Context: an optimization exercise on an open-source flow, tuned for small area and a short achievable clock period. The choices shown serve that exercise and are no tape-out recipe. Only simulation tests tie the RTL to the original design; equivalence was not proved. Power is estimated from default activity; no workload was simulated.

`design/flow/design.v`:
```
package coproc_pkg;
  parameter int operand_w   = 16;    
  parameter int word_w      = 32;    
  parameter int mult_stages = 3;     
  parameter int cold_pulse_ext  = 6;
  parameter int warm_pulse_ext  = 2;
  parameter int debug_pulse_ext = 32;
  parameter int uptime_w = 32;    
  parameter int led_w    = 10;    
  typedef enum logic {
    pulse_idle   = 1'b0,
    pulse_active = 1'b1    
  } pulse_state_t;
endpackage
import coproc_pkg::*;
module pulse_timer #(
  parameter int pulse_ext = cold_pulse_ext    
) (
  input  logic CLOCK_50,
  input  logic hps_fpga_reset_n,
  input  logic run,        
  output logic expired     
);
  localparam int cnt_w = (pulse_ext > 1) ? $clog2(pulse_ext) : 1;
  localparam logic [cnt_w-1:0] last_val = cnt_w'(pulse_ext - 1);
  logic [cnt_w-1:0] cnt_q;
  always_ff @(posedge CLOCK_50 or negedge hps_fpga_reset_n) begin
    if (!hps_fpga_reset_n) begin
      cnt_q <= '0;
    end else if (run) begin
      if (expired) begin
        cnt_q <= '0;                    
      end else begin
        cnt_q <= cnt_q + 1'b1;
      end
    end
  end
  assign expired = (cnt_q == last_val);
endmodule
import coproc_pkg::*;
module reset_req_fsm #(
  parameter int pulse_ext = cold_pulse_ext    
) (
  input  logic CLOCK_50,
  input  logic hps_fpga_reset_n,
  input  logic req,       
  output logic pulse      
);
  logic         req_q;       
  logic         req_prev;    
  logic         rise;
  logic         expired;     
  coproc_pkg::pulse_state_t state_q;
  coproc_pkg::pulse_state_t state_d;
  always_ff @(posedge CLOCK_50 or negedge hps_fpga_reset_n) begin
    if (!hps_fpga_reset_n) begin
      req_q    <= 1'b0;
      req_prev <= 1'b0;
    end else begin
      req_q    <= req;        
      req_prev <= req_q;
    end
  end
  assign rise = req_q && !req_prev;    
  always_comb begin
    state_d = state_q;
    case (state_q)
      pulse_idle: begin
        if (rise) state_d = pulse_active;
      end
      pulse_active: begin
        if (expired) state_d = pulse_idle;
      end
      default: state_d = pulse_idle;
    endcase
  end
  always_ff @(posedge CLOCK_50 or negedge hps_fpga_reset_n) begin
    if (!hps_fpga_reset_n) begin
      state_q <= pulse_idle;
    end else begin
      state_q <= state_d;
    end
  end
  assign pulse = (state_q == pulse_active);
  pulse_timer #(
    .pulse_ext (pulse_ext)
  ) timer_inst (
    .CLOCK_50         (CLOCK_50),
    .hps_fpga_reset_n (hps_fpga_reset_n),
    .run              (pulse),
    .expired          (expired)
  );
endmodule
import coproc_pkg::*;
module mult_pipe #(
  parameter int stages = mult_stages    
) (
  input  logic              CLOCK_50,
  input  logic              hps_fpga_reset_n,
  input  logic [word_w-1:0] in_readdata,
  input  logic              in_waitrequest,
  output logic              in_read,
  output logic [word_w-1:0] out_writedata,
  output logic              out_write,
  input  logic              out_waitrequest
);
  logic              stall;
  logic [2:0]        vld_q;           
  logic [15:0]       op_b;            
  logic [16:0]       b_ext;           
  logic [15:0]       a_q;
  logic [7:0]        one_q, two_q, neg_q;
  logic              one8_q;
  logic [7:0]        one_d, two_d, neg_d;
  logic [76:0]       s1_d, s1_q;
  logic [27:0]       x2, y2, sum2;
  logic [word_w-1:0] p_d, p_q;
  assign stall   = out_waitrequest;
  assign in_read = !in_waitrequest && !stall;
  always_ff @(posedge CLOCK_50 or negedge hps_fpga_reset_n) begin
    if (!hps_fpga_reset_n) begin
      vld_q <= '0;
    end else if (!stall) begin
      vld_q <= {vld_q[1:0], in_read};
    end
  end
  assign op_b  = in_readdata[word_w-1:operand_w];
  assign b_ext = {op_b, 1'b0};
  always_comb begin
    for (int i = 0; i < 8; i++) begin
      one_d[i] = b_ext[2*i+1] ^ b_ext[2*i];
      two_d[i] = (b_ext[2*i+2] & !b_ext[2*i+1] & !b_ext[2*i]) |
                 (!b_ext[2*i+2] & b_ext[2*i+1] & b_ext[2*i]);
      neg_d[i] = b_ext[2*i+2];
    end
  end
  logic pp1;
  logic pp2;
  logic pp3;
  logic pp4;
  logic pp5;
  logic pp6;
  logic pp7;
  logic pp8;
  logic pp9;
  logic pp10;
  logic pp11;
  logic pp12;
  logic pp13;
  logic pp14;
  logic pp15;
  logic pp16;
  logic pp17;
  logic ns18;
  logic pp19;
  logic pp20;
  logic pp21;
  logic pp22;
  logic pp23;
  logic pp24;
  logic pp25;
  logic pp26;
  logic pp27;
  logic pp28;
  logic pp29;
  logic pp30;
  logic pp31;
  logic pp32;
  logic pp33;
  logic pp34;
  logic pp35;
  logic ns36;
  logic pp37;
  logic pp38;
  logic pp39;
  logic pp40;
  logic pp41;
  logic pp42;
  logic pp43;
  logic pp44;
  logic pp45;
  logic pp46;
  logic pp47;
  logic pp48;
  logic pp49;
  logic pp50;
  logic pp51;
  logic pp52;
  logic pp53;
  logic ns54;
  logic pp55;
  logic pp56;
  logic pp57;
  logic pp58;
  logic pp59;
  logic pp60;
  logic pp61;
  logic pp62;
  logic pp63;
  logic pp64;
  logic pp65;
  logic pp66;
  logic pp67;
  logic pp68;
  logic pp69;
  logic pp70;
  logic pp71;
  logic ns72;
  logic pp73;
  logic pp74;
  logic pp75;
  logic pp76;
  logic pp77;
  logic pp78;
  logic pp79;
  logic pp80;
  logic pp81;
  logic pp82;
  logic pp83;
  logic pp84;
  logic pp85;
  logic pp86;
  logic pp87;
  logic pp88;
  logic pp89;
  logic ns90;
  logic pp91;
  logic pp92;
  logic pp93;
  logic pp94;
  logic pp95;
  logic pp96;
  logic pp97;
  logic pp98;
  logic pp99;
  logic pp100;
  logic pp101;
  logic pp102;
  logic pp103;
  logic pp104;
  logic pp105;
  logic pp106;
  logic pp107;
  logic ns108;
  logic pp109;
  logic pp110;
  logic pp111;
  logic pp112;
  logic pp113;
  logic pp114;
  logic pp115;
  logic pp116;
  logic pp117;
  logic pp118;
  logic pp119;
  logic pp120;
  logic pp121;
  logic pp122;
  logic pp123;
  logic pp124;
  logic pp125;
  logic ns126;
  logic pp127;
  logic pp128;
  logic pp129;
  logic pp130;
  logic pp131;
  logic pp132;
  logic pp133;
  logic pp134;
  logic pp135;
  logic pp136;
  logic pp137;
  logic pp138;
  logic pp139;
  logic pp140;
  logic pp141;
  logic pp142;
  logic pp143;
  logic ns144;
  logic pp145;
  logic pp146;
  logic pp147;
  logic pp148;
  logic pp149;
  logic pp150;
  logic pp151;
  logic pp152;
  logic pp153;
  logic pp154;
  logic pp155;
  logic pp156;
  logic pp157;
  logic pp158;
  logic pp159;
  logic pp160;
  logic s161;
  logic c162;
  logic s163;
  logic c164;
  logic s165;
  logic c166;
  logic s167;
  logic c168;
  logic s169;
  logic c170;
  logic s171;
  logic c172;
  logic s173;
  logic c174;
  logic s175;
  logic c176;
  logic s177;
  logic c178;
  logic s179;
  logic c180;
  logic s181;
  logic c182;
  logic s183;
  logic c184;
  logic s185;
  logic c186;
  logic s187;
  logic c188;
  logic s189;
  logic c190;
  logic s191;
  logic c192;
  logic s193;
  logic c194;
  logic s195;
  logic c196;
  logic s197;
  logic c198;
  logic s199;
  logic c200;
  logic s201;
  logic c202;
  logic s203;
  logic c204;
  logic s205;
  logic c206;
  logic s207;
  logic c208;
  logic s209;
  logic c210;
  logic s211;
  logic c212;
  logic s213;
  logic c214;
  logic s215;
  logic c216;
  logic s217;
  logic c218;
  logic s219;
  logic c220;
  logic s221;
  logic c222;
  logic s223;
  logic c224;
  logic s225;
  logic c226;
  logic s227;
  logic c228;
  logic s229;
  logic c230;
  logic s231;
  logic c232;
  logic s233;
  logic c234;
  logic s235;
  logic c236;
  logic s237;
  logic c238;
  logic s239;
  logic c240;
  logic s241;
  logic c242;
  logic s243;
  logic c244;
  logic s245;
  logic c246;
  logic s247;
  logic c248;
  logic s249;
  logic c250;
  logic s251;
  logic c252;
  logic s253;
  logic c254;
  logic s255;
  logic c256;
  logic s257;
  logic c258;
  logic s259;
  logic c260;
  logic s261;
  logic c262;
  logic s263;
  logic c264;
  logic s265;
  logic c266;
  logic s267;
  logic c268;
  logic s269;
  logic c270;
  logic s271;
  logic c272;
  logic s273;
  logic c274;
  logic s275;
  logic c276;
  logic s277;
  logic c278;
  logic s279;
  logic c280;
  logic s281;
  logic c282;
  logic s283;
  logic c284;
  logic s285;
  logic c286;
  logic s287;
  logic c288;
  logic s289;
  logic c290;
  logic s291;
  logic c292;
  logic s293;
  logic c294;
  logic s295;
  logic c296;
  logic s297;
  logic c298;
  logic s299;
  logic c300;
  logic s301;
  logic c302;
  logic s303;
  logic c304;
  logic s305;
  logic c306;
  logic s307;
  logic c308;
  logic s309;
  logic c310;
  logic s311;
  logic c312;
  logic s313;
  logic c314;
  logic s315;
  logic c316;
  logic s317;
  logic c318;
  logic s319;
  logic c320;
  logic s321;
  logic c322;
  logic s323;
  logic c324;
  logic s325;
  logic c326;
  logic s327;
  logic c328;
  logic s329;
  logic c330;
  logic s331;
  logic c332;
  logic s333;
  logic c334;
  logic s335;
  logic c336;
  logic s337;
  logic c338;
  logic s339;
  logic c340;
  logic s341;
  logic c342;
  logic s343;
  logic c344;
  logic s345;
  logic c346;
  logic s347;
  logic c348;
  logic s349;
  logic c350;
  logic s351;
  logic c352;
  logic s353;
  logic c354;
  logic s355;
  logic c356;
  logic s357;
  logic c358;
  logic s359;
  logic c360;
  logic s361;
  logic c362;
  logic s363;
  logic c364;
  logic s365;
  logic c366;
  logic s367;
  logic c368;
  logic s369;
  logic c370;
  logic s371;
  logic c372;
  logic s373;
  logic c374;
  logic s375;
  logic c376;
  logic s377;
  logic c378;
  logic s379;
  logic c380;
  logic s381;
  logic c382;
  logic s383;
  logic c384;
  logic s385;
  logic c386;
  logic s387;
  logic c388;
  logic s389;
  logic c390;
  logic s391;
  logic c392;
  logic s393;
  logic c394;
  logic s395;
  logic c396;
  logic s397;
  logic c398;
  logic s399;
  logic c400;
  logic s401;
  logic c402;
  logic s403;
  logic c404;
  logic s405;
  logic c406;
  logic s409;
  logic c410;
  logic s411;
  logic c412;
  logic s413;
  logic c414;
  logic s415;
  logic c416;
  logic s417;
  logic c418;
  logic s419;
  logic c420;
  logic s421;
  logic c422;
  logic s423;
  logic c424;
  logic s425;
  logic c426;
  logic s427;
  logic c428;
  logic s429;
  logic c430;
  logic s431;
  logic c432;
  logic s433;
  logic c434;
  logic s435;
  logic c436;
  logic s437;
  logic c438;
  logic s439;
  logic c440;
  logic s441;
  logic c442;
  logic s443;
  logic c444;
  logic s445;
  logic c446;
  logic s447;
  logic c448;
  logic s449;
  logic c450;
  assign pp1 = ((one_q[0] & a_q[0])) ^ neg_q[0];
  assign pp2 = ((one_q[0] & a_q[1]) | (two_q[0] & a_q[0])) ^ neg_q[0];
  assign pp3 = ((one_q[0] & a_q[2]) | (two_q[0] & a_q[1])) ^ neg_q[0];
  assign pp4 = ((one_q[0] & a_q[3]) | (two_q[0] & a_q[2])) ^ neg_q[0];
  assign pp5 = ((one_q[0] & a_q[4]) | (two_q[0] & a_q[3])) ^ neg_q[0];
  assign pp6 = ((one_q[0] & a_q[5]) | (two_q[0] & a_q[4])) ^ neg_q[0];
  assign pp7 = ((one_q[0] & a_q[6]) | (two_q[0] & a_q[5])) ^ neg_q[0];
  assign pp8 = ((one_q[0] & a_q[7]) | (two_q[0] & a_q[6])) ^ neg_q[0];
  assign pp9 = ((one_q[0] & a_q[8]) | (two_q[0] & a_q[7])) ^ neg_q[0];
  assign pp10 = ((one_q[0] & a_q[9]) | (two_q[0] & a_q[8])) ^ neg_q[0];
  assign pp11 = ((one_q[0] & a_q[10]) | (two_q[0] & a_q[9])) ^ neg_q[0];
  assign pp12 = ((one_q[0] & a_q[11]) | (two_q[0] & a_q[10])) ^ neg_q[0];
  assign pp13 = ((one_q[0] & a_q[12]) | (two_q[0] & a_q[11])) ^ neg_q[0];
  assign pp14 = ((one_q[0] & a_q[13]) | (two_q[0] & a_q[12])) ^ neg_q[0];
  assign pp15 = ((one_q[0] & a_q[14]) | (two_q[0] & a_q[13])) ^ neg_q[0];
  assign pp16 = ((one_q[0] & a_q[15]) | (two_q[0] & a_q[14])) ^ neg_q[0];
  assign pp17 = ((two_q[0] & a_q[15])) ^ neg_q[0];
  assign ns18 = ~neg_q[0];
  assign pp19 = ((one_q[1] & a_q[0])) ^ neg_q[1];
  assign pp20 = ((one_q[1] & a_q[1]) | (two_q[1] & a_q[0])) ^ neg_q[1];
  assign pp21 = ((one_q[1] & a_q[2]) | (two_q[1] & a_q[1])) ^ neg_q[1];
  assign pp22 = ((one_q[1] & a_q[3]) | (two_q[1] & a_q[2])) ^ neg_q[1];
  assign pp23 = ((one_q[1] & a_q[4]) | (two_q[1] & a_q[3])) ^ neg_q[1];
  assign pp24 = ((one_q[1] & a_q[5]) | (two_q[1] & a_q[4])) ^ neg_q[1];
  assign pp25 = ((one_q[1] & a_q[6]) | (two_q[1] & a_q[5])) ^ neg_q[1];
  assign pp26 = ((one_q[1] & a_q[7]) | (two_q[1] & a_q[6])) ^ neg_q[1];
  assign pp27 = ((one_q[1] & a_q[8]) | (two_q[1] & a_q[7])) ^ neg_q[1];
  assign pp28 = ((one_q[1] & a_q[9]) | (two_q[1] & a_q[8])) ^ neg_q[1];
  assign pp29 = ((one_q[1] & a_q[10]) | (two_q[1] & a_q[9])) ^ neg_q[1];
  assign pp30 = ((one_q[1] & a_q[11]) | (two_q[1] & a_q[10])) ^ neg_q[1];
  assign pp31 = ((one_q[1] & a_q[12]) | (two_q[1] & a_q[11])) ^ neg_q[1];
  assign pp32 = ((one_q[1] & a_q[13]) | (two_q[1] & a_q[12])) ^ neg_q[1];
  assign pp33 = ((one_q[1] & a_q[14]) | (two_q[1] & a_q[13])) ^ neg_q[1];
  assign pp34 = ((one_q[1] & a_q[15]) | (two_q[1] & a_q[14])) ^ neg_q[1];
  assign pp35 = ((two_q[1] & a_q[15])) ^ neg_q[1];
  assign ns36 = ~neg_q[1];
  assign pp37 = ((one_q[2] & a_q[0])) ^ neg_q[2];
  assign pp38 = ((one_q[2] & a_q[1]) | (two_q[2] & a_q[0])) ^ neg_q[2];
  assign pp39 = ((one_q[2] & a_q[2]) | (two_q[2] & a_q[1])) ^ neg_q[2];
  assign pp40 = ((one_q[2] & a_q[3]) | (two_q[2] & a_q[2])) ^ neg_q[2];
  assign pp41 = ((one_q[2] & a_q[4]) | (two_q[2] & a_q[3])) ^ neg_q[2];
  assign pp42 = ((one_q[2] & a_q[5]) | (two_q[2] & a_q[4])) ^ neg_q[2];
  assign pp43 = ((one_q[2] & a_q[6]) | (two_q[2] & a_q[5])) ^ neg_q[2];
  assign pp44 = ((one_q[2] & a_q[7]) | (two_q[2] & a_q[6])) ^ neg_q[2];
  assign pp45 = ((one_q[2] & a_q[8]) | (two_q[2] & a_q[7])) ^ neg_q[2];
  assign pp46 = ((one_q[2] & a_q[9]) | (two_q[2] & a_q[8])) ^ neg_q[2];
  assign pp47 = ((one_q[2] & a_q[10]) | (two_q[2] & a_q[9])) ^ neg_q[2];
  assign pp48 = ((one_q[2] & a_q[11]) | (two_q[2] & a_q[10])) ^ neg_q[2];
  assign pp49 = ((one_q[2] & a_q[12]) | (two_q[2] & a_q[11])) ^ neg_q[2];
  assign pp50 = ((one_q[2] & a_q[13]) | (two_q[2] & a_q[12])) ^ neg_q[2];
  assign pp51 = ((one_q[2] & a_q[14]) | (two_q[2] & a_q[13])) ^ neg_q[2];
  assign pp52 = ((one_q[2] & a_q[15]) | (two_q[2] & a_q[14])) ^ neg_q[2];
  assign pp53 = ((two_q[2] & a_q[15])) ^ neg_q[2];
  assign ns54 = ~neg_q[2];
  assign pp55 = ((one_q[3] & a_q[0])) ^ neg_q[3];
  assign pp56 = ((one_q[3] & a_q[1]) | (two_q[3] & a_q[0])) ^ neg_q[3];
  assign pp57 = ((one_q[3] & a_q[2]) | (two_q[3] & a_q[1])) ^ neg_q[3];
  assign pp58 = ((one_q[3] & a_q[3]) | (two_q[3] & a_q[2])) ^ neg_q[3];
  assign pp59 = ((one_q[3] & a_q[4]) | (two_q[3] & a_q[3])) ^ neg_q[3];
  assign pp60 = ((one_q[3] & a_q[5]) | (two_q[3] & a_q[4])) ^ neg_q[3];
  assign pp61 = ((one_q[3] & a_q[6]) | (two_q[3] & a_q[5])) ^ neg_q[3];
  assign pp62 = ((one_q[3] & a_q[7]) | (two_q[3] & a_q[6])) ^ neg_q[3];
  assign pp63 = ((one_q[3] & a_q[8]) | (two_q[3] & a_q[7])) ^ neg_q[3];
  assign pp64 = ((one_q[3] & a_q[9]) | (two_q[3] & a_q[8])) ^ neg_q[3];
  assign pp65 = ((one_q[3] & a_q[10]) | (two_q[3] & a_q[9])) ^ neg_q[3];
  assign pp66 = ((one_q[3] & a_q[11]) | (two_q[3] & a_q[10])) ^ neg_q[3];
  assign pp67 = ((one_q[3] & a_q[12]) | (two_q[3] & a_q[11])) ^ neg_q[3];
  assign pp68 = ((one_q[3] & a_q[13]) | (two_q[3] & a_q[12])) ^ neg_q[3];
  assign pp69 = ((one_q[3] & a_q[14]) | (two_q[3] & a_q[13])) ^ neg_q[3];
  assign pp70 = ((one_q[3] & a_q[15]) | (two_q[3] & a_q[14])) ^ neg_q[3];
  assign pp71 = ((two_q[3] & a_q[15])) ^ neg_q[3];
  assign ns72 = ~neg_q[3];
  assign pp73 = ((one_q[4] & a_q[0])) ^ neg_q[4];
  assign pp74 = ((one_q[4] & a_q[1]) | (two_q[4] & a_q[0])) ^ neg_q[4];
  assign pp75 = ((one_q[4] & a_q[2]) | (two_q[4] & a_q[1])) ^ neg_q[4];
  assign pp76 = ((one_q[4] & a_q[3]) | (two_q[4] & a_q[2])) ^ neg_q[4];
  assign pp77 = ((one_q[4] & a_q[4]) | (two_q[4] & a_q[3])) ^ neg_q[4];
  assign pp78 = ((one_q[4] & a_q[5]) | (two_q[4] & a_q[4])) ^ neg_q[4];
  assign pp79 = ((one_q[4] & a_q[6]) | (two_q[4] & a_q[5])) ^ neg_q[4];
  assign pp80 = ((one_q[4] & a_q[7]) | (two_q[4] & a_q[6])) ^ neg_q[4];
  assign pp81 = ((one_q[4] & a_q[8]) | (two_q[4] & a_q[7])) ^ neg_q[4];
  assign pp82 = ((one_q[4] & a_q[9]) | (two_q[4] & a_q[8])) ^ neg_q[4];
  assign pp83 = ((one_q[4] & a_q[10]) | (two_q[4] & a_q[9])) ^ neg_q[4];
  assign pp84 = ((one_q[4] & a_q[11]) | (two_q[4] & a_q[10])) ^ neg_q[4];
  assign pp85 = ((one_q[4] & a_q[12]) | (two_q[4] & a_q[11])) ^ neg_q[4];
  assign pp86 = ((one_q[4] & a_q[13]) | (two_q[4] & a_q[12])) ^ neg_q[4];
  assign pp87 = ((one_q[4] & a_q[14]) | (two_q[4] & a_q[13])) ^ neg_q[4];
  assign pp88 = ((one_q[4] & a_q[15]) | (two_q[4] & a_q[14])) ^ neg_q[4];
  assign pp89 = ((two_q[4] & a_q[15])) ^ neg_q[4];
  assign ns90 = ~neg_q[4];
  assign pp91 = ((one_q[5] & a_q[0])) ^ neg_q[5];
  assign pp92 = ((one_q[5] & a_q[1]) | (two_q[5] & a_q[0])) ^ neg_q[5];
  assign pp93 = ((one_q[5] & a_q[2]) | (two_q[5] & a_q[1])) ^ neg_q[5];
  assign pp94 = ((one_q[5] & a_q[3]) | (two_q[5] & a_q[2])) ^ neg_q[5];
  assign pp95 = ((one_q[5] & a_q[4]) | (two_q[5] & a_q[3])) ^ neg_q[5];
  assign pp96 = ((one_q[5] & a_q[5]) | (two_q[5] & a_q[4])) ^ neg_q[5];
  assign pp97 = ((one_q[5] & a_q[6]) | (two_q[5] & a_q[5])) ^ neg_q[5];
  assign pp98 = ((one_q[5] & a_q[7]) | (two_q[5] & a_q[6])) ^ neg_q[5];
  assign pp99 = ((one_q[5] & a_q[8]) | (two_q[5] & a_q[7])) ^ neg_q[5];
  assign pp100 = ((one_q[5] & a_q[9]) | (two_q[5] & a_q[8])) ^ neg_q[5];
  assign pp101 = ((one_q[5] & a_q[10]) | (two_q[5] & a_q[9])) ^ neg_q[5];
  assign pp102 = ((one_q[5] & a_q[11]) | (two_q[5] & a_q[10])) ^ neg_q[5];
  assign pp103 = ((one_q[5] & a_q[12]) | (two_q[5] & a_q[11])) ^ neg_q[5];
  assign pp104 = ((one_q[5] & a_q[13]) | (two_q[5] & a_q[12])) ^ neg_q[5];
  assign pp105 = ((one_q[5] & a_q[14]) | (two_q[5] & a_q[13])) ^ neg_q[5];
  assign pp106 = ((one_q[5] & a_q[15]) | (two_q[5] & a_q[14])) ^ neg_q[5];
  assign pp107 = ((two_q[5] & a_q[15])) ^ neg_q[5];
  assign ns108 = ~neg_q[5];
  assign pp109 = ((one_q[6] & a_q[0])) ^ neg_q[6];
  assign pp110 = ((one_q[6] & a_q[1]) | (two_q[6] & a_q[0])) ^ neg_q[6];
  assign pp111 = ((one_q[6] & a_q[2]) | (two_q[6] & a_q[1])) ^ neg_q[6];
  assign pp112 = ((one_q[6] & a_q[3]) | (two_q[6] & a_q[2])) ^ neg_q[6];
  assign pp113 = ((one_q[6] & a_q[4]) | (two_q[6] & a_q[3])) ^ neg_q[6];
  assign pp114 = ((one_q[6] & a_q[5]) | (two_q[6] & a_q[4])) ^ neg_q[6];
  assign pp115 = ((one_q[6] & a_q[6]) | (two_q[6] & a_q[5])) ^ neg_q[6];
  assign pp116 = ((one_q[6] & a_q[7]) | (two_q[6] & a_q[6])) ^ neg_q[6];
  assign pp117 = ((one_q[6] & a_q[8]) | (two_q[6] & a_q[7])) ^ neg_q[6];
  assign pp118 = ((one_q[6] & a_q[9]) | (two_q[6] & a_q[8])) ^ neg_q[6];
  assign pp119 = ((one_q[6] & a_q[10]) | (two_q[6] & a_q[9])) ^ neg_q[6];
  assign pp120 = ((one_q[6] & a_q[11]) | (two_q[6] & a_q[10])) ^ neg_q[6];
  assign pp121 = ((one_q[6] & a_q[12]) | (two_q[6] & a_q[11])) ^ neg_q[6];
  assign pp122 = ((one_q[6] & a_q[13]) | (two_q[6] & a_q[12])) ^ neg_q[6];
  assign pp123 = ((one_q[6] & a_q[14]) | (two_q[6] & a_q[13])) ^ neg_q[6];
  assign pp124 = ((one_q[6] & a_q[15]) | (two_q[6] & a_q[14])) ^ neg_q[6];
  assign pp125 = ((two_q[6] & a_q[15])) ^ neg_q[6];
  assign ns126 = ~neg_q[6];
  assign pp127 = ((one_q[7] & a_q[0])) ^ neg_q[7];
  assign pp128 = ((one_q[7] & a_q[1]) | (two_q[7] & a_q[0])) ^ neg_q[7];
  assign pp129 = ((one_q[7] & a_q[2]) | (two_q[7] & a_q[1])) ^ neg_q[7];
  assign pp130 = ((one_q[7] & a_q[3]) | (two_q[7] & a_q[2])) ^ neg_q[7];
  assign pp131 = ((one_q[7] & a_q[4]) | (two_q[7] & a_q[3])) ^ neg_q[7];
  assign pp132 = ((one_q[7] & a_q[5]) | (two_q[7] & a_q[4])) ^ neg_q[7];
  assign pp133 = ((one_q[7] & a_q[6]) | (two_q[7] & a_q[5])) ^ neg_q[7];
  assign pp134 = ((one_q[7] & a_q[7]) | (two_q[7] & a_q[6])) ^ neg_q[7];
  assign pp135 = ((one_q[7] & a_q[8]) | (two_q[7] & a_q[7])) ^ neg_q[7];
  assign pp136 = ((one_q[7] & a_q[9]) | (two_q[7] & a_q[8])) ^ neg_q[7];
  assign pp137 = ((one_q[7] & a_q[10]) | (two_q[7] & a_q[9])) ^ neg_q[7];
  assign pp138 = ((one_q[7] & a_q[11]) | (two_q[7] & a_q[10])) ^ neg_q[7];
  assign pp139 = ((one_q[7] & a_q[12]) | (two_q[7] & a_q[11])) ^ neg_q[7];
  assign pp140 = ((one_q[7] & a_q[13]) | (two_q[7] & a_q[12])) ^ neg_q[7];
  assign pp141 = ((one_q[7] & a_q[14]) | (two_q[7] & a_q[13])) ^ neg_q[7];
  assign pp142 = ((one_q[7] & a_q[15]) | (two_q[7] & a_q[14])) ^ neg_q[7];
  assign pp143 = ((two_q[7] & a_q[15])) ^ neg_q[7];
  assign ns144 = ~neg_q[7];
  assign pp145 = one8_q & a_q[0];
  assign pp146 = one8_q & a_q[1];
  assign pp147 = one8_q & a_q[2];
  assign pp148 = one8_q & a_q[3];
  assign pp149 = one8_q & a_q[4];
  assign pp150 = one8_q & a_q[5];
  assign pp151 = one8_q & a_q[6];
  assign pp152 = one8_q & a_q[7];
  assign pp153 = one8_q & a_q[8];
  assign pp154 = one8_q & a_q[9];
  assign pp155 = one8_q & a_q[10];
  assign pp156 = one8_q & a_q[11];
  assign pp157 = one8_q & a_q[12];
  assign pp158 = one8_q & a_q[13];
  assign pp159 = one8_q & a_q[14];
  assign pp160 = one8_q & a_q[15];
  assign s161 = ~ns18;
  assign c162 = ns18;
  assign s163 = ~pp147;
  assign c164 = pp147;
  mult_ha u_s165 (.a(neg_q[5]), .b(pp11), .s(s165), .co(c166));
  mult_ha u_s167 (.a(pp12), .b(pp28), .s(s167), .co(c168));
  mult_fa u_s169 (.a(neg_q[6]), .b(pp13), .c(pp29), .s(s169), .co(c170));
  mult_ha u_s171 (.a(pp45), .b(pp61), .s(s171), .co(c172));
  mult_fa u_s173 (.a(pp14), .b(pp30), .c(pp46), .s(s173), .co(c174));
  mult_ha u_s175 (.a(pp62), .b(pp78), .s(s175), .co(c176));
  mult_fa u_s177 (.a(neg_q[7]), .b(pp15), .c(pp31), .s(s177), .co(c178));
  mult_fa u_s179 (.a(pp47), .b(pp63), .c(pp79), .s(s179), .co(c180));
  mult_ha u_s181 (.a(pp95), .b(pp111), .s(s181), .co(c182));
  mult_fa u_s183 (.a(pp16), .b(pp32), .c(pp48), .s(s183), .co(c184));
  mult_fa u_s185 (.a(pp64), .b(pp80), .c(pp96), .s(s185), .co(c186));
  mult_ha u_s187 (.a(pp112), .b(pp128), .s(s187), .co(c188));
  mult_fa u_s189 (.a(pp145), .b(pp17), .c(pp33), .s(s189), .co(c190));
  mult_fa u_s191 (.a(pp49), .b(pp65), .c(pp81), .s(s191), .co(c192));
  mult_fa u_s193 (.a(pp97), .b(pp113), .c(pp129), .s(s193), .co(c194));
  mult_fa u_s195 (.a(pp146), .b(s161), .c(pp34), .s(s195), .co(c196));
  mult_fa u_s197 (.a(pp50), .b(pp66), .c(pp82), .s(s197), .co(c198));
  mult_fa u_s199 (.a(pp98), .b(pp114), .c(pp130), .s(s199), .co(c200));
  mult_fa u_s201 (.a(c162), .b(s163), .c(pp35), .s(s201), .co(c202));
  mult_fa u_s203 (.a(pp51), .b(pp67), .c(pp83), .s(s203), .co(c204));
  mult_fa u_s205 (.a(pp99), .b(pp115), .c(pp131), .s(s205), .co(c206));
  mult_fa u_s207 (.a(ns36), .b(pp148), .c(c164), .s(s207), .co(c208));
  mult_fa u_s209 (.a(pp52), .b(pp68), .c(pp84), .s(s209), .co(c210));
  mult_fa u_s211 (.a(pp100), .b(pp116), .c(pp132), .s(s211), .co(c212));
  assign s213 = ~(pp149 ^ pp53);
  assign c214 = pp149 | pp53;
  mult_fa u_s215 (.a(pp69), .b(pp85), .c(pp101), .s(s215), .co(c216));
  mult_ha u_s217 (.a(pp117), .b(pp133), .s(s217), .co(c218));
  mult_fa u_s219 (.a(ns54), .b(pp150), .c(pp70), .s(s219), .co(c220));
  mult_fa u_s221 (.a(pp86), .b(pp102), .c(pp118), .s(s221), .co(c222));
  assign s223 = ~(pp151 ^ pp71);
  assign c224 = pp151 | pp71;
  mult_ha u_s225 (.a(pp87), .b(pp103), .s(s225), .co(c226));
  mult_fa u_s227 (.a(ns72), .b(pp152), .c(pp88), .s(s227), .co(c228));
  assign s229 = ~pp153;
  assign c230 = pp153;
  mult_ha u_s231 (.a(neg_q[3]), .b(pp7), .s(s231), .co(c232));
  mult_ha u_s233 (.a(pp8), .b(pp24), .s(s233), .co(c234));
  mult_fa u_s235 (.a(neg_q[4]), .b(pp9), .c(pp25), .s(s235), .co(c236));
  mult_ha u_s237 (.a(pp41), .b(pp57), .s(s237), .co(c238));
  mult_fa u_s239 (.a(pp10), .b(pp26), .c(pp42), .s(s239), .co(c240));
  mult_ha u_s241 (.a(pp58), .b(pp74), .s(s241), .co(c242));
  mult_fa u_s243 (.a(pp27), .b(pp43), .c(pp59), .s(s243), .co(c244));
  mult_fa u_s245 (.a(pp75), .b(pp91), .c(s165), .s(s245), .co(c246));
  mult_fa u_s247 (.a(pp44), .b(pp60), .c(pp76), .s(s247), .co(c248));
  mult_fa u_s249 (.a(pp92), .b(c166), .c(s167), .s(s249), .co(c250));
  mult_fa u_s251 (.a(pp77), .b(pp93), .c(pp109), .s(s251), .co(c252));
  mult_fa u_s253 (.a(c168), .b(s171), .c(s169), .s(s253), .co(c254));
  mult_fa u_s255 (.a(pp94), .b(pp110), .c(c172), .s(s255), .co(c256));
  mult_fa u_s257 (.a(s175), .b(c170), .c(s173), .s(s257), .co(c258));
  mult_fa u_s259 (.a(pp127), .b(c176), .c(s181), .s(s259), .co(c260));
  mult_fa u_s261 (.a(c174), .b(s177), .c(s179), .s(s261), .co(c262));
  mult_fa u_s263 (.a(c182), .b(s187), .c(c178), .s(s263), .co(c264));
  mult_fa u_s265 (.a(c180), .b(s183), .c(s185), .s(s265), .co(c266));
  mult_fa u_s267 (.a(c188), .b(c184), .c(c186), .s(s267), .co(c268));
  mult_fa u_s269 (.a(s189), .b(s191), .c(s193), .s(s269), .co(c270));
  mult_fa u_s271 (.a(c190), .b(c192), .c(c194), .s(s271), .co(c272));
  mult_fa u_s273 (.a(s195), .b(s197), .c(s199), .s(s273), .co(c274));
  mult_fa u_s275 (.a(c196), .b(c198), .c(c200), .s(s275), .co(c276));
  mult_fa u_s277 (.a(s201), .b(s203), .c(s205), .s(s277), .co(c278));
  mult_fa u_s279 (.a(s207), .b(c202), .c(c204), .s(s279), .co(c280));
  mult_fa u_s281 (.a(c206), .b(s209), .c(s211), .s(s281), .co(c282));
  mult_fa u_s283 (.a(c208), .b(s217), .c(c210), .s(s283), .co(c284));
  mult_fa u_s285 (.a(c212), .b(s213), .c(s215), .s(s285), .co(c286));
  mult_fa u_s287 (.a(pp134), .b(c218), .c(c214), .s(s287), .co(c288));
  mult_fa u_s289 (.a(c216), .b(s219), .c(s221), .s(s289), .co(c290));
  mult_fa u_s291 (.a(pp119), .b(pp135), .c(s225), .s(s291), .co(c292));
  mult_fa u_s293 (.a(c220), .b(c222), .c(s223), .s(s293), .co(c294));
  mult_fa u_s295 (.a(pp104), .b(pp120), .c(pp136), .s(s295), .co(c296));
  mult_fa u_s297 (.a(c226), .b(c224), .c(s227), .s(s297), .co(c298));
  mult_fa u_s299 (.a(s229), .b(pp89), .c(pp105), .s(s299), .co(c300));
  mult_fa u_s301 (.a(pp121), .b(pp137), .c(c228), .s(s301), .co(c302));
  mult_fa u_s303 (.a(ns90), .b(pp154), .c(c230), .s(s303), .co(c304));
  mult_fa u_s305 (.a(pp106), .b(pp122), .c(pp138), .s(s305), .co(c306));
  assign s307 = ~(pp155 ^ pp107);
  assign c308 = pp155 | pp107;
  mult_ha u_s309 (.a(pp123), .b(pp139), .s(s309), .co(c310));
  mult_fa u_s311 (.a(ns108), .b(pp156), .c(pp124), .s(s311), .co(c312));
  assign s313 = ~pp157;
  assign c314 = pp157;
  mult_ha u_s315 (.a(neg_q[2]), .b(pp5), .s(s315), .co(c316));
  mult_ha u_s317 (.a(pp6), .b(pp22), .s(s317), .co(c318));
  mult_fa u_s319 (.a(pp23), .b(pp39), .c(pp55), .s(s319), .co(c320));
  mult_fa u_s321 (.a(pp40), .b(pp56), .c(c232), .s(s321), .co(c322));
  mult_fa u_s323 (.a(pp73), .b(c234), .c(s237), .s(s323), .co(c324));
  mult_fa u_s325 (.a(c238), .b(s241), .c(c236), .s(s325), .co(c326));
  mult_fa u_s327 (.a(c242), .b(c240), .c(s243), .s(s327), .co(c328));
  mult_fa u_s329 (.a(c244), .b(s247), .c(c246), .s(s329), .co(c330));
  mult_fa u_s331 (.a(c248), .b(s251), .c(c250), .s(s331), .co(c332));
  mult_fa u_s333 (.a(c252), .b(s255), .c(c254), .s(s333), .co(c334));
  mult_fa u_s335 (.a(c256), .b(s259), .c(c258), .s(s335), .co(c336));
  mult_fa u_s337 (.a(c260), .b(c262), .c(s263), .s(s337), .co(c338));
  mult_fa u_s339 (.a(c264), .b(c266), .c(s267), .s(s339), .co(c340));
  mult_fa u_s341 (.a(c268), .b(c270), .c(s271), .s(s341), .co(c342));
  mult_fa u_s343 (.a(c272), .b(c274), .c(s275), .s(s343), .co(c344));
  mult_fa u_s345 (.a(c276), .b(c278), .c(s279), .s(s345), .co(c346));
  mult_fa u_s347 (.a(c280), .b(c282), .c(s283), .s(s347), .co(c348));
  mult_fa u_s349 (.a(c284), .b(c286), .c(s287), .s(s349), .co(c350));
  mult_fa u_s351 (.a(s291), .b(c288), .c(c290), .s(s351), .co(c352));
  mult_fa u_s353 (.a(s295), .b(c292), .c(c294), .s(s353), .co(c354));
  mult_fa u_s355 (.a(c296), .b(s299), .c(c298), .s(s355), .co(c356));
  mult_fa u_s357 (.a(s303), .b(c300), .c(s305), .s(s357), .co(c358));
  mult_fa u_s359 (.a(c304), .b(s309), .c(c306), .s(s359), .co(c360));
  mult_fa u_s361 (.a(pp140), .b(c310), .c(c308), .s(s361), .co(c362));
  mult_fa u_s363 (.a(s313), .b(pp125), .c(pp141), .s(s363), .co(c364));
  mult_fa u_s365 (.a(ns126), .b(pp158), .c(c314), .s(s365), .co(c366));
  assign s367 = ~pp159;
  assign c368 = pp159;
  mult_ha u_s369 (.a(neg_q[1]), .b(pp3), .s(s369), .co(c370));
  mult_ha u_s371 (.a(pp4), .b(pp20), .s(s371), .co(c372));
  mult_fa u_s373 (.a(pp21), .b(pp37), .c(s315), .s(s373), .co(c374));
  mult_fa u_s375 (.a(pp38), .b(c316), .c(s317), .s(s375), .co(c376));
  mult_fa u_s377 (.a(c318), .b(s231), .c(s319), .s(s377), .co(c378));
  mult_fa u_s379 (.a(s233), .b(c320), .c(s321), .s(s379), .co(c380));
  mult_fa u_s381 (.a(s235), .b(c322), .c(s323), .s(s381), .co(c382));
  mult_fa u_s383 (.a(s239), .b(c324), .c(s325), .s(s383), .co(c384));
  mult_fa u_s385 (.a(s245), .b(c326), .c(s327), .s(s385), .co(c386));
  mult_ha u_s387 (.a(s307), .b(c358), .s(s387), .co(c388));
  mult_fa u_s389 (.a(s311), .b(c360), .c(s361), .s(s389), .co(c390));
  mult_fa u_s391 (.a(c312), .b(s363), .c(c362), .s(s391), .co(c392));
  mult_fa u_s393 (.a(pp142), .b(s365), .c(c364), .s(s393), .co(c394));
  mult_fa u_s395 (.a(s367), .b(c366), .c(pp143), .s(s395), .co(c396));
  mult_fa u_s397 (.a(ns144), .b(pp160), .c(c368), .s(s397), .co(c398));
  mult_ha u_s399 (.a(neg_q[0]), .b(pp1), .s(s399), .co(c400));
  mult_ha u_s401 (.a(pp2), .b(c400), .s(s401), .co(c402));
  mult_fa u_s403 (.a(pp19), .b(s369), .c(c402), .s(s403), .co(c404));
  mult_fa u_s405 (.a(c370), .b(s371), .c(c404), .s(s405), .co(c406));
  assign s1_d = {c406, s397, c396, s395, c394, s393, c392, s391, c390, s389, c388, s359, s387, c356, s357, c302, s355, c354, s301, s353, c352, s297, s351, c350, s293, s349, c348, s289, s347, c346, s285, s345, c344, s281, s343, c342, s277, s341, c340, s273, s339, c338, s269, s337, c336, s265, s335, c334, s261, s333, c332, s257, s331, c330, s253, s329, c328, s249, c386, s385, c384, s383, c382, s381, c380, s379, c378, s377, c376, s375, c374, s373, c372, s405, s403, s401, s399};
  mult_fa u_s409 (.a(s1_q[18]), .b(s1_q[19]), .c(s1_q[20]), .s(s409), .co(c410));
  mult_fa u_s411 (.a(s1_q[22]), .b(s1_q[23]), .c(s1_q[24]), .s(s411), .co(c412));
  mult_fa u_s413 (.a(s1_q[25]), .b(s1_q[26]), .c(s1_q[27]), .s(s413), .co(c414));
  mult_fa u_s415 (.a(s1_q[28]), .b(s1_q[29]), .c(s1_q[30]), .s(s415), .co(c416));
  mult_fa u_s417 (.a(s1_q[31]), .b(s1_q[32]), .c(s1_q[33]), .s(s417), .co(c418));
  mult_fa u_s419 (.a(s1_q[34]), .b(s1_q[35]), .c(s1_q[36]), .s(s419), .co(c420));
  mult_fa u_s421 (.a(s1_q[37]), .b(s1_q[38]), .c(s1_q[39]), .s(s421), .co(c422));
  mult_fa u_s423 (.a(s1_q[40]), .b(s1_q[41]), .c(s1_q[42]), .s(s423), .co(c424));
  mult_fa u_s425 (.a(s1_q[43]), .b(s1_q[44]), .c(s1_q[45]), .s(s425), .co(c426));
  mult_fa u_s427 (.a(s1_q[46]), .b(s1_q[47]), .c(s1_q[48]), .s(s427), .co(c428));
  mult_fa u_s429 (.a(s1_q[49]), .b(s1_q[50]), .c(s1_q[51]), .s(s429), .co(c430));
  mult_fa u_s431 (.a(s1_q[52]), .b(s1_q[53]), .c(s1_q[54]), .s(s431), .co(c432));
  mult_fa u_s433 (.a(s1_q[55]), .b(s1_q[56]), .c(s1_q[57]), .s(s433), .co(c434));
  mult_fa u_s435 (.a(s1_q[58]), .b(s1_q[59]), .c(s1_q[60]), .s(s435), .co(c436));
  mult_fa u_s437 (.a(s1_q[61]), .b(s1_q[62]), .c(s1_q[63]), .s(s437), .co(c438));
  mult_ha u_s439 (.a(s1_q[64]), .b(s1_q[65]), .s(s439), .co(c440));
  mult_ha u_s441 (.a(s1_q[66]), .b(s1_q[67]), .s(s441), .co(c442));
  mult_ha u_s443 (.a(s1_q[68]), .b(s1_q[69]), .s(s443), .co(c444));
  mult_ha u_s445 (.a(s1_q[70]), .b(s1_q[71]), .s(s445), .co(c446));
  mult_ha u_s447 (.a(s1_q[72]), .b(s1_q[73]), .s(s447), .co(c448));
  mult_ha u_s449 (.a(s1_q[74]), .b(s1_q[75]), .s(s449), .co(c450));
  assign x2  = {s449, s447, s445, s443, s441, s439, s437, s435, s433, s431, s429, s427, s425, s423, s421, s419, s417, s415, s413, s411, s409, s1_q[16], s1_q[14], s1_q[12], s1_q[10], s1_q[8], s1_q[6], s1_q[4]};
  assign y2  = {c448, c446, c444, c442, c440, c438, c436, c434, c432, c430, c428, c426, c424, c422, c420, c418, c416, c414, c412, c410, s1_q[21], s1_q[17], s1_q[15], s1_q[13], s1_q[11], s1_q[9], s1_q[7], s1_q[5]};
  logic [27:0] g0, p0, cy;
  assign g0 = x2 & y2;
  assign p0 = x2 ^ y2;
  logic bg1;
  assign bg1 = g0[0] | (p0[0] & s1_q[76]);
  logic bg2;
  assign bg2 = g0[2] | (p0[2] & g0[1]);
  logic bp2;
  assign bp2 = p0[2] & p0[1];
  logic bg3;
  assign bg3 = g0[4] | (p0[4] & g0[3]);
  logic bp3;
  assign bp3 = p0[4] & p0[3];
  logic bg4;
  assign bg4 = g0[6] | (p0[6] & g0[5]);
  logic bp4;
  assign bp4 = p0[6] & p0[5];
  logic bg5;
  assign bg5 = g0[8] | (p0[8] & g0[7]);
  logic bp5;
  assign bp5 = p0[8] & p0[7];
  logic bg6;
  assign bg6 = g0[10] | (p0[10] & g0[9]);
  logic bp6;
  assign bp6 = p0[10] & p0[9];
  logic bg7;
  assign bg7 = g0[12] | (p0[12] & g0[11]);
  logic bp7;
  assign bp7 = p0[12] & p0[11];
  logic bg8;
  assign bg8 = g0[14] | (p0[14] & g0[13]);
  logic bp8;
  assign bp8 = p0[14] & p0[13];
  logic bg9;
  assign bg9 = g0[16] | (p0[16] & g0[15]);
  logic bp9;
  assign bp9 = p0[16] & p0[15];
  logic bg10;
  assign bg10 = g0[18] | (p0[18] & g0[17]);
  logic bp10;
  assign bp10 = p0[18] & p0[17];
  logic bg11;
  assign bg11 = g0[20] | (p0[20] & g0[19]);
  logic bp11;
  assign bp11 = p0[20] & p0[19];
  logic bg12;
  assign bg12 = g0[22] | (p0[22] & g0[21]);
  logic bp12;
  assign bp12 = p0[22] & p0[21];
  logic bg13;
  assign bg13 = g0[24] | (p0[24] & g0[23]);
  logic bp13;
  assign bp13 = p0[24] & p0[23];
  logic bg14;
  assign bg14 = g0[26] | (p0[26] & g0[25]);
  logic bp14;
  assign bp14 = p0[26] & p0[25];
  logic bg15;
  assign bg15 = g0[1] | (p0[1] & bg1);
  logic bg16;
  assign bg16 = bg2 | (bp2 & bg1);
  logic bg17;
  assign bg17 = g0[5] | (p0[5] & bg3);
  logic bp17;
  assign bp17 = p0[5] & bp3;
  logic bg18;
  assign bg18 = bg4 | (bp4 & bg3);
  logic bp18;
  assign bp18 = bp4 & bp3;
  logic bg19;
  assign bg19 = g0[9] | (p0[9] & bg5);
  logic bp19;
  assign bp19 = p0[9] & bp5;
  logic bg20;
  assign bg20 = bg6 | (bp6 & bg5);
  logic bp20;
  assign bp20 = bp6 & bp5;
  logic bg21;
  assign bg21 = g0[13] | (p0[13] & bg7);
  logic bp21;
  assign bp21 = p0[13] & bp7;
  logic bg22;
  assign bg22 = bg8 | (bp8 & bg7);
  logic bp22;
  assign bp22 = bp8 & bp7;
  logic bg23;
  assign bg23 = g0[17] | (p0[17] & bg9);
  logic bp23;
  assign bp23 = p0[17] & bp9;
  logic bg24;
  assign bg24 = bg10 | (bp10 & bg9);
  logic bp24;
  assign bp24 = bp10 & bp9;
  logic bg25;
  assign bg25 = g0[21] | (p0[21] & bg11);
  logic bp25;
  assign bp25 = p0[21] & bp11;
  logic bg26;
  assign bg26 = bg12 | (bp12 & bg11);
  logic bp26;
  assign bp26 = bp12 & bp11;
  logic bg27;
  assign bg27 = g0[25] | (p0[25] & bg13);
  logic bp27;
  assign bp27 = p0[25] & bp13;
  logic bg28;
  assign bg28 = bg14 | (bp14 & bg13);
  logic bp28;
  assign bp28 = bp14 & bp13;
  logic bg29;
  assign bg29 = g0[3] | (p0[3] & bg16);
  logic bg30;
  assign bg30 = bg3 | (bp3 & bg16);
  logic bg31;
  assign bg31 = bg17 | (bp17 & bg16);
  logic bg32;
  assign bg32 = bg18 | (bp18 & bg16);
  logic bg33;
  assign bg33 = g0[11] | (p0[11] & bg20);
  logic bp33;
  assign bp33 = p0[11] & bp20;
  logic bg34;
  assign bg34 = bg7 | (bp7 & bg20);
  logic bp34;
  assign bp34 = bp7 & bp20;
  logic bg35;
  assign bg35 = bg21 | (bp21 & bg20);
  logic bp35;
  assign bp35 = bp21 & bp20;
  logic bg36;
  assign bg36 = bg22 | (bp22 & bg20);
  logic bp36;
  assign bp36 = bp22 & bp20;
  logic bg37;
  assign bg37 = g0[19] | (p0[19] & bg24);
  logic bp37;
  assign bp37 = p0[19] & bp24;
  logic bg38;
  assign bg38 = bg11 | (bp11 & bg24);
  logic bp38;
  assign bp38 = bp11 & bp24;
  logic bg39;
  assign bg39 = bg25 | (bp25 & bg24);
  logic bp39;
  assign bp39 = bp25 & bp24;
  logic bg40;
  assign bg40 = bg26 | (bp26 & bg24);
  logic bp40;
  assign bp40 = bp26 & bp24;
  logic bg41;
  assign bg41 = g0[27] | (p0[27] & bg28);
  logic bp41;
  assign bp41 = p0[27] & bp28;
  logic bg42;
  assign bg42 = g0[7] | (p0[7] & bg32);
  logic bg43;
  assign bg43 = bg5 | (bp5 & bg32);
  logic bg44;
  assign bg44 = bg19 | (bp19 & bg32);
  logic bg45;
  assign bg45 = bg20 | (bp20 & bg32);
  logic bg46;
  assign bg46 = bg33 | (bp33 & bg32);
  logic bg47;
  assign bg47 = bg34 | (bp34 & bg32);
  logic bg48;
  assign bg48 = bg35 | (bp35 & bg32);
  logic bg49;
  assign bg49 = bg36 | (bp36 & bg32);
  logic bg50;
  assign bg50 = g0[23] | (p0[23] & bg40);
  logic bp50;
  assign bp50 = p0[23] & bp40;
  logic bg51;
  assign bg51 = bg13 | (bp13 & bg40);
  logic bp51;
  assign bp51 = bp13 & bp40;
  logic bg52;
  assign bg52 = bg27 | (bp27 & bg40);
  logic bp52;
  assign bp52 = bp27 & bp40;
  logic bg53;
  assign bg53 = bg28 | (bp28 & bg40);
  logic bp53;
  assign bp53 = bp28 & bp40;
  logic bg54;
  assign bg54 = bg41 | (bp41 & bg40);
  logic bp54;
  assign bp54 = bp41 & bp40;
  logic bg55;
  assign bg55 = g0[15] | (p0[15] & bg49);
  logic bg56;
  assign bg56 = bg9 | (bp9 & bg49);
  logic bg57;
  assign bg57 = bg23 | (bp23 & bg49);
  logic bg58;
  assign bg58 = bg24 | (bp24 & bg49);
  logic bg59;
  assign bg59 = bg37 | (bp37 & bg49);
  logic bg60;
  assign bg60 = bg38 | (bp38 & bg49);
  logic bg61;
  assign bg61 = bg39 | (bp39 & bg49);
  logic bg62;
  assign bg62 = bg40 | (bp40 & bg49);
  logic bg63;
  assign bg63 = bg50 | (bp50 & bg49);
  logic bg64;
  assign bg64 = bg51 | (bp51 & bg49);
  logic bg65;
  assign bg65 = bg52 | (bp52 & bg49);
  logic bg66;
  assign bg66 = bg53 | (bp53 & bg49);
  logic bg67;
  assign bg67 = bg54 | (bp54 & bg49);
  assign cy = {bg66, bg65, bg64, bg63, bg62, bg61, bg60, bg59, bg58, bg57, bg56, bg55, bg49, bg48, bg47, bg46, bg45, bg44, bg43, bg42, bg32, bg31, bg30, bg29, bg16, bg15, bg1, s1_q[76]};
  assign sum2 = p0 ^ cy;
  assign p_d = {sum2, {s1_q[3], s1_q[2], s1_q[1], s1_q[0]}};
  always_ff @(posedge CLOCK_50) begin
    if (!stall) begin
      a_q    <= in_readdata[operand_w-1:0];
      one_q  <= one_d;
      two_q  <= two_d;
      neg_q  <= neg_d;
      one8_q <= op_b[15];
      s1_q   <= s1_d;
      p_q    <= p_d;
    end
  end
  assign out_write     = vld_q[2];
  assign out_writedata = p_q;
endmodule
module mult_fa (
  input  logic a,
  input  logic b,
  input  logic c,
  output logic s,
  output logic co
);
  assign s  = a ^ b ^ c;
  assign co = (a & b) | (c & (a ^ b));
endmodule
module mult_ha (
  input  logic a,
  input  logic b,
  output logic s,
  output logic co
);
  assign s  = a ^ b;
  assign co = a & b;
endmodule
import coproc_pkg::*;
module coproc_top (
  input  logic                CLOCK_50,
  input  logic                hps_fpga_reset_n,
  input  logic [word_w-1:0]   in_readdata,
  input  logic                in_waitrequest,
  output logic                in_read,
  output logic [word_w-1:0]   out_writedata,
  output logic                out_write,
  input  logic                out_waitrequest,
  input  logic [2:0]          reset_req,
  output logic                cold_reset,
  output logic                warm_reset,
  output logic                debug_reset,
  output logic [uptime_w-1:0] status_count,
  output logic [led_w-1:0]    ledr
);
  logic [uptime_w-1:0] uptime_q;    
  mult_pipe #(
    .stages (mult_stages)
  ) mult_inst (
    .CLOCK_50         (CLOCK_50),
    .hps_fpga_reset_n (hps_fpga_reset_n),
    .in_readdata      (in_readdata),
    .in_waitrequest   (in_waitrequest),
    .in_read          (in_read),
    .out_writedata    (out_writedata),
    .out_write        (out_write),
    .out_waitrequest  (out_waitrequest)
  );
  reset_req_fsm #(
    .pulse_ext (cold_pulse_ext)
  ) cold_req_inst (
    .CLOCK_50         (CLOCK_50),
    .hps_fpga_reset_n (hps_fpga_reset_n),
    .req              (reset_req[0]),
    .pulse            (cold_reset)
  );
  reset_req_fsm #(
    .pulse_ext (warm_pulse_ext)
  ) warm_req_inst (
    .CLOCK_50         (CLOCK_50),
    .hps_fpga_reset_n (hps_fpga_reset_n),
    .req              (reset_req[1]),
    .pulse            (warm_reset)
  );
  reset_req_fsm #(
    .pulse_ext (debug_pulse_ext)
  ) debug_req_inst (
    .CLOCK_50         (CLOCK_50),
    .hps_fpga_reset_n (hps_fpga_reset_n),
    .req              (reset_req[2]),
    .pulse            (debug_reset)
  );
  localparam int grp_w = 8;
  localparam int n_grp = uptime_w / grp_w;
  logic [uptime_w-1:0] uptime_d;
  logic [n_grp-1:0]    grp_cin;
  logic [grp_w:0]      carry [n_grp];    
  assign grp_cin[0] = 1'b1;
  for (genvar g = 1; g < n_grp; g++) begin : g_cin
    assign grp_cin[g] = grp_cin[g-1] & (&uptime_q[g*grp_w-1 -: grp_w]);
  end
  for (genvar g = 0; g < n_grp; g++) begin : g_grp
    for (genvar i = 0; i < grp_w; i++) begin : g_bit
      if (g == 0 && i == 0) begin : g_lsb
        assign uptime_d[0]  = !uptime_q[0];
        assign carry[0][1]  = uptime_q[0];
      end else begin : g_ha
        uptime_ha ha_inst (
          .a  (uptime_q[g*grp_w+i]),
          .b  ((i == 0) ? grp_cin[g] : carry[g][i]),
          .s  (uptime_d[g*grp_w+i]),
          .co (carry[g][i+1])
        );
      end
    end
  end
  always_ff @(posedge CLOCK_50 or negedge hps_fpga_reset_n) begin
    if (!hps_fpga_reset_n) begin
      uptime_q <= '0;
    end else begin
      uptime_q <= uptime_d;    
    end
  end
  assign status_count = uptime_q;                        
  assign ledr         = uptime_q[uptime_w-1 -: led_w];   
endmodule
module uptime_ha (
  input  logic a,
  input  logic b,
  output logic s,
  output logic co
);
  assign s  = a ^ b;
  assign co = a & b;
endmodule
```
`design/flow/flow/run.sh`:
```
#!/bin/bash
# Layout flow: the standard ORFS flow, with the port buffers that the
# placement step inserts made from sky130_fd_sc_hd__buf_1, which the timing
# repair may then resize, instead of the delay-cell buffer the resizer picks.
set -euo pipefail
bash standard.sh "BUFFER_PORTS_ARGS=-buffer_cell sky130_fd_sc_hd__buf_1" finish > orfs_make.log 2>&1
```
`design/flow/standard.sh`:
```
#!/bin/bash
# synth_recipe.tcl (not shown) runs the flow's synth.tcl, then flattens the netlist and writes it again
# the make line also repeats each setting of config.mk as NAME=value (left out here)
make -C /OpenROAD-flow-scripts/flow DESIGN_CONFIG=/design/flow/config.mk WORK_HOME=/design/flow/orfs CLKGATE_MAP_FILE= SYNTH_SCRIPT=/design/flow/synth_recipe.tcl "${@:-finish}"
```
`design/flow/config.mk`:
```
export PLATFORM = sky130hd
export DESIGN_NAME = coproc_top
export DESIGN_NICKNAME = coproc_top
export VERILOG_FILES = /design/flow/design.v
export SDC_FILE = /design/flow/constraint.sdc
export NUM_CORES = 4
export LEC_CHECK = 0
export CAP_MARGIN = 20
export CORE_MARGIN = 2
export CORE_UTILIZATION = 60
export CTS_CLUSTER_DIAMETER = 150
export CTS_CLUSTER_SIZE = 30
export SETUP_SLACK_MARGIN = 3.72
export SLEW_MARGIN = 20
export SYNTH_HIERARCHICAL = 1
export TNS_END_PERCENT = 5
```
`design/flow/constraint.sdc`:
```
create_clock -name core_clock -period 6.8 [get_ports {CLOCK_50}]
set_input_delay 1.3600 -clock core_clock [delete_from_list [all_inputs] [get_ports {CLOCK_50}]]
set_output_delay 1.3600 -clock core_clock [all_outputs]
set_load 0.01 [all_outputs]
```
==> results of run 1 <==
timing repair:
action | in CTS | in global routing
endpoints found under the setup margin | 15 | 30
buffers inserted | 2 | 10
pin swaps | 9 | 6
gates resized for setup | 6 | 7
metrics by stage:
stage / utilization / std cells / hold WS (ns) / power, mW
floorplan: - / 1014 / 0.355 / 4.75
global placement: 0.632 / 1324 / 0.360 / 5.54
detailed placement: 0.632 / 1324 / 0.381 / 5.63
CTS: 0.647 / 1341 / 0.398 / 6.37
global route: 0.655 / 1352 / 0.410 / 7.06
finish: 0.655 / 1352 / 0.395 / 6.44
flip-flops by register name, indices dropped and copies added (netlist names), 3 cells and up:
register                         flops
uptime_q                            32
mult_inst.vld_q                      3
mult_inst.s1_q                      77
debug_req_inst.timer_inst.cnt_q      5
mult_inst.one_q                      8
cold_req_inst.timer_inst.cnt_q       3
mult_inst.a_q                       16
mult_inst.two_q                      8
mult_inst.neg_q                      7
mult_inst.p_q                       32
how the worst max path moves through the flow:
stage	from	end	slack, ns	depth (start not counted)
CTS	mult_inst.s1_q[48]	mult_inst.p_q[31]	3.70	8
global placement	out_waitrequest	mult_inst.a_q[14]	3.35	3
floorplan	out_waitrequest	mult_inst.a_q[0]	2.90	1
finish	out_waitrequest	in_read	3.71	3
global route	mult_inst.s1_q[46]	mult_inst.p_q[31]	3.65	8
detailed placement	out_waitrequest	mult_inst.one_q[6]	3.34	3
cells in the final DEF, fill, tap and decap left out, types with 12 or more instances in the layout:
cell	n
a21oi_1	13
a22oi_1	120
and2_1	14
buf_1	114
buf_4	16
dfrtp_1	53
edfxtp_1	149
fa_1	115
ha_1	85
inv_1	39
nand2_1	32
nand2b_1	14
o21ai_0	12
xnor2_1	146
xor2_1	15
per-module statistics from Yosys, one instance, submodules excluded, a selection:
module | times used | area (sq um)
coproc_top | 1 | 963
mult_ha | 26 | 12.5
mult_fa | 110 | 20.0
uptime_ha | 31 | 12.5
logic make-up (layout without fill, tap and decap cells):
family                     Yosys count  count (layout)
AOI/OAI and AO/OA                  182             182
xor gates and xnor gates           161             161
adders and majority gates          203             203
buffers and inverters              133             191
DFF                                202             202
muxes                               11              11
and+or+nand+nor                    122             122
worst max-delay path, cell delays in order:
cell	delay, ns
buf_2	0.14
nor2_2	0.10
buf_2	0.13
power by group:
part           internal (mW)  total [mW]  switching (mW)
Sequential              2.01        2.27           0.267
Combinational           1.63        3.50            1.87
Clock                  0.301       0.672           0.371
Total                   3.93        6.44            2.51
routing by layer:
| metal | vias to the layer above | share of wire | wire length [microns] | global-route usage |
|---|---|---|---|---|
| li1 | 3679 | - | - | - |
| met1 | 4018 | 0.47 | 12200 | 0.351 |
| met2 | 280 | 0.45 | 11700 | 0.349 |
| met3 | 30 | 0.062 | 1620 | 0.0371 |
| met4 | 0 | 0.018 | 459 | 0.0494 |
| met5 | - | 0 | 0 | 0 |
area by class of cell:
class	count	share of cell area
well taps	280	0.0246
multi-input cells	679	0.493
inverters	40	0.0108
flip-flops and latches	202	0.407
clock buffers	14	0.0201
repair buffers	136	0.0434
clock inverters	1	0.000615
==> out/qor.yml, run 1 <==
status:
  outcome: "no timing/DRC/antenna violations"
synth:
  yosysTopAreaCellShare: 0.337
  async_reset_ff_frac: 0.262
  synth_seq_cells: 202
  synth_edf_count: 149
  synth_cells: 1014
  synthMuxAreaShare: 0.00941
  ys.flop_type: "edfxtp_1"
  synth_top_family_by_area: "adder cells"
  ys_seq_area_frac: 0.436
  yosysTopAreaCell: "edfxtp_1"
  synth_compound_area_frac: 0.100
  synth.area.top_cells: "edfxtp_1 (34%), fa_1 (17%), dfrtp_1 (10%)"
  yosys.area_share.simple: 0.0511
  syn_area_sq_um: 13300
  synth.most_common_cell: "edfxtp_1"
  ys.warnings.count: 16
  yosys.area_share.xor_xnor: 0.106
  syn_nets: 1256
  yosysUniqueCellTypes: 57
  synth-adder-area-share: 0.256
  netlist_top_cells_count: "edfxtp_1 (149), xnor2_1 (146), a22oi_1 (120)"
  syn_avg_cell_area_sq_um: 13.1
grt:
  grt_pass1_wl_microns: 42800
  overflow: 0
  grt_pass1_vias: 7957
  track_usage: 0.228
  grt_max_degree: 59
  antenna_found_initial: 0
final_layout:
  multi_input_area_sq_um: 7030
  num-nets-final: 1311
  final_layout_size_suffix_gt1_frac: 0.0606
  antenna_cells: 0
  design_area_sq_um: 14200
  seq_area_sq_um: 5800
  syn2layout_area_growth_pct: 7.16
  n_fill_cell: 1715
timing:
  rsz0062_at_grt: "yes"
  fin_setup_tns_ns: 0
  fin_skew_ns: 0.0139
  finalCriticalPeriod_ns: 3.09
  tightest_slew_ns: 1.06
  fmax_mhz: 323
  setup_viol: 0
  setup_slack_ns: 3.71
  slew_headroom: 0.293
  hold_viol: 0
  fin_crit_sh: 0.455
  finalMaxSlewViolations: 0
cts:
  cts-root-buf: "clkbuf_16"
  ctsHoldBuffers: 0
  clkTransAtPathRegs_ns: 0.11
  cts_tree: "built"
  cts_buffer_depth: 3
  cts_sinks: 202
  htree_levels: 1
  clk_latency_ns: 0.48
  numCtsBuffers: 10
job:
  maxCapViolations: 0
floorplanning:
  fp.dieH_microns: 153
  ios: 118
  die_w_microns: 153
  initial_core_util: 0.611
  die-area_sq_um: 23400
  core_area_sq_um: 21800
  rows: 54
worst_setup_path:
  r2r-start: "mult_inst.neg_q[3]"
  r2r_slack_ns: 3.76
  reg2reg_to: "mult_inst.s1_q[42]"
  crit_type: "in2out"
  cp_max_fo: 5
  reg2reg_depth: 4
  crit_path_start_kind: "primary input"
  crit_arrival_ns: 1.73
  cp-end-kind: "primary output"
  cp.required_ns: 5.44
route:
  firstDrtPassIters: 5
  routed_wl_microns: 26000
  dr_total_vias: 8007
  drc: 0
  viasPerCell: 5.92
  ant_nets: 0
  first_iter_violations: 521
  wire_per_inst_microns: 19.2
placed_design:
  placed_area_sq_um: 13700
  portBuffers: 117
  gp_congestion: 0.826
  dp_hpwl_microns: 17900
  dp_slack_ns: 3.34
min_path:
  whs_endpoint: "cold_req_inst.req_prev"
  worstHoldStart: "cold_req_inst.req_q"
  hp-class: "reg2reg"
  hold_depth: 0
power:
  power.leakage_nw: 5.61
  max-vdd-ir-drop_mv: 0.315
  p_per_area_nw_per_um2: 452
==> inputs of run 2 (changes only) <==
--- a/design/flow/config.mk
+++ b/design/flow/config.mk
@@ -10,7 +10,7 @@
 export CORE_UTILIZATION = 60
 export CTS_CLUSTER_DIAMETER = 150
 export CTS_CLUSTER_SIZE = 30
-export SETUP_SLACK_MARGIN = 3.72
+export SETUP_SLACK_MARGIN = 3.7
 export SLEW_MARGIN = 20
 export SYNTH_HIERARCHICAL = 1
-export TNS_END_PERCENT = 5
+export TNS_END_PERCENT = 0
==> run 2 against run 1 <==
  * Worst setup slack is the same
  * Largest power group unchanged
  * Sequential power is essentially flat
  * Die area is the same
==> out/qor.yml, run 2 <==
status:
  outcome: "no timing/DRC/antenna violations"
power:
  p_per_area_nw_per_um2: 452  # about the same
  total_power_mw: 6.44  # about the same
  pwr-share-seq: 0.353  # about the same
  p_clk_frac: 0.104  # about the same
  max-vdd-ir-drop_mv: 0.315  # about the same
  power.leakage_nw: 5.61  # about the same
  switching_share: 0.389  # about the same
  p_sw_mw: 2.51  # about the same
  comb_power_share: 0.543  # about the same
timing:
  tightest_slew_ns: 1.07  # +0.00452 ns
  setup_viol: 0  # unchanged
  finalCriticalPeriod_ns: 3.09  # unchanged
  rsz0062_at_grt: "yes"
  slew_headroom: 0.290  # -0.00301
  fmax_mhz: 323  # unchanged
  hold_viol: 0  # unchanged
final_layout:
  final_common_cell: "edfxtp_1"
  largest_reg_flops: 77  # unchanged
  top_regs: "mult_inst.s1_q: 77 flops, mult_inst.p_q: 32 flops, uptime_q: 32 flops"
  top_register: "mult_inst.s1_q"
  final_cell_mix: "edfxtp_1 (149), xnor2_1 (146), a22oi_1 (120), fa_1 (115), buf_1 (114)"
min_path:
  whs_endpoint: "cold_req_inst.req_prev"
  hp-class: "reg2reg"
  worstHoldStart: "cold_req_inst.req_q"
worst_setup_path:
  cp.required_ns: 5.44  # about the same
  max_stage_delay_ns: 0.14  # about the same
  cpMostUsedCell: "buf_2"
  r2r_slack_ns: 3.76  # about the same
  crit_arrival_ns: 1.73  # about the same
  crit_type: "in2out"
  cpMaxStageDelayCell: "buf_2"
synth:
  syn_nets: 1256  # unchanged
  yosysTopAreaCellShare: 0.337  # unchanged
  synth_cells: 1014  # unchanged
  async_reset_ff_frac: 0.262  # unchanged
  synth_seq_cells: 202  # unchanged
  syn_area_sq_um: 13300  # unchanged
  yosysUniqueCellTypes: 57  # unchanged
  synth.most_common_cell: "edfxtp_1"
  netlist_top_cells_count: "edfxtp_1 (149), xnor2_1 (146), a22oi_1 (120)"
  synth.area.top_cells: "edfxtp_1 (34%), fa_1 (17%), dfrtp_1 (10%)"
  yosysTopAreaCell: "edfxtp_1"
  ys_seq_area_frac: 0.436  # unchanged
  ys.flop_type: "edfxtp_1"
route:
  viasPerCell: 5.92  # about the same
  dr_total_vias: 8000  # -0.087%
  drc: 0  # unchanged
  wire_per_inst_microns: 19.2  # about the same
  first_iter_violations: 521  # unchanged
  routed_wl_microns: 25900  # about the same
  firstDrtPassIters: 5  # unchanged
grt:
  antenna_found_initial: 0  # unchanged
  grt_pass1_wl_microns: 42800  # unchanged
  grt_max_degree: 59  # unchanged
  track_usage: 0.228  # unchanged
  overflow: 0  # unchanged
floorplanning:
  initial_core_util: 0.611  # unchanged
  rows: 54  # unchanged
  die_w_microns: 153  # unchanged
  fp.dieH_microns: 153  # unchanged
  ios: 118  # unchanged
  die-area_sq_um: 23400  # unchanged
job:
  maxCapViolations: 0  # unchanged
cts:
  ctsHoldBuffers: 0  # unchanged
  clk_latency_ns: 0.48  # about the same
  cts_buffer_depth: 3  # unchanged
  cts-root-buf: "clkbuf_16"
  clkTransAtPathRegs_ns: 0.11  # about the same
placed_design:
  dp_hpwl_microns: 17900  # unchanged
  gp_congestion: 0.826  # unchanged
==> run 2: repair_timing <==
item / 4_1_cts / 5_1_grt
pin swaps: 8 / 6
resized for setup: 5 / 7
setup endpoints to repair: 12 / 29
buffers inserted: 2 / 10
==> run 2: metrics by stage <==
step / worst slack, ns / util / area [sq um] / instances / hold slack (ns)
after floorplan: 2.90 / - / 13300 / 1014 / 0.355
after global placement: 3.35 / 0.632 / 13700 / 1324 / 0.360
after detailed placement: 3.34 / 0.632 / 13700 / 1324 / 0.381
after CTS: 3.69 / 0.647 / 14100 / 1341 / 0.398
after global routing: 3.64 / 0.655 / 14200 / 1352 / 0.410
final: 3.71 / 0.655 / 14200 / 1352 / 0.395
==> run 2: worst max path at each step <==
stage | from | end | slack [ns]
after floorplan | out_waitrequest | mult_inst.a_q[0] | 2.90
after global placement | out_waitrequest | mult_inst.a_q[14] | 3.35
final | out_waitrequest | in_read | 3.71
after CTS | mult_inst.s1_q[48] | mult_inst.p_q[31] | 3.69
after detailed placement | out_waitrequest | mult_inst.one_q[6] | 3.34
after global routing | mult_inst.s1_q[46] | mult_inst.p_q[31] | 3.64
==> run 2: power groups by stage <==
stage | Sequential (mW) | Combinational [mW] | Clock, mW
2_1_floorplan | 2.22 | 2.53 | 0
3_3_place_gp | 2.30 | 3.24 | 0
3_5_place_dp | 2.31 | 3.32 | 0
4_1_cts | 2.29 | 3.38 | 0.702
5_1_grt | 2.32 | 4.00 | 0.732
6_report | 2.27 | 3.49 | 0.672
==> run 2: layout make-up <==
class,count,area (sq um)
sequential,202,5800
multi-input combinational,679,7030
tap,280,350
timing repair buffer,136,618
inverter,40,154
clock inverter,1,8.76
fill,1716,7510
clock buffer,14,287
==> run 2: per-layer routing <==
metal	vias up	global-route usage	part of all wire
met5	-	0	0
met1	4007	0.351	0.47
met2	284	0.349	0.45
met3	30	0.0371	0.063
li1	3679	-	-
met4	0	0.0494	0.018
==> run 2: modules after synthesis (local to each module, per instance), a selection <==
module	cells inside	flip-flops and latches	copies in the design	area [sq um]
mult_fa	1	0	110	20.0
uptime_ha	1	0	31	12.5
mult_ha	1	0	26	12.5
coproc_top	54	32	1	963
==> run 2: cells by family after synthesis <==
logic type | Yosys count | share of synthesized area
AO/OA/AOI/OAI | 182 | 0.100
XOR/XNOR | 161 | 0.106
adder cells (fa/ha/maj) | 203 | 0.256
buffers and inverters | 133 | 0.0407
flip-flops | 202 | 0.436
multiplexers | 11 | 0.00941
AND/OR/NAND/NOR | 122 | 0.0511
==> run 2: worst max-delay path, delay by kind of cell <==
| family | cells | cell delay [ns] |
|---|---|---|
| buffers and inverters | 2 | 0.27 |
| and+or+nand+nor | 1 | 0.10 |

Check on run 2: ideal ports give 3.708 ns setup slack; a clkbuf_16 on the clock port and buf_2 on the inputs give 3.689 ns; moving port delays by the midpoint clock arrival (0.520 ns) as well gives 3.491 ns.
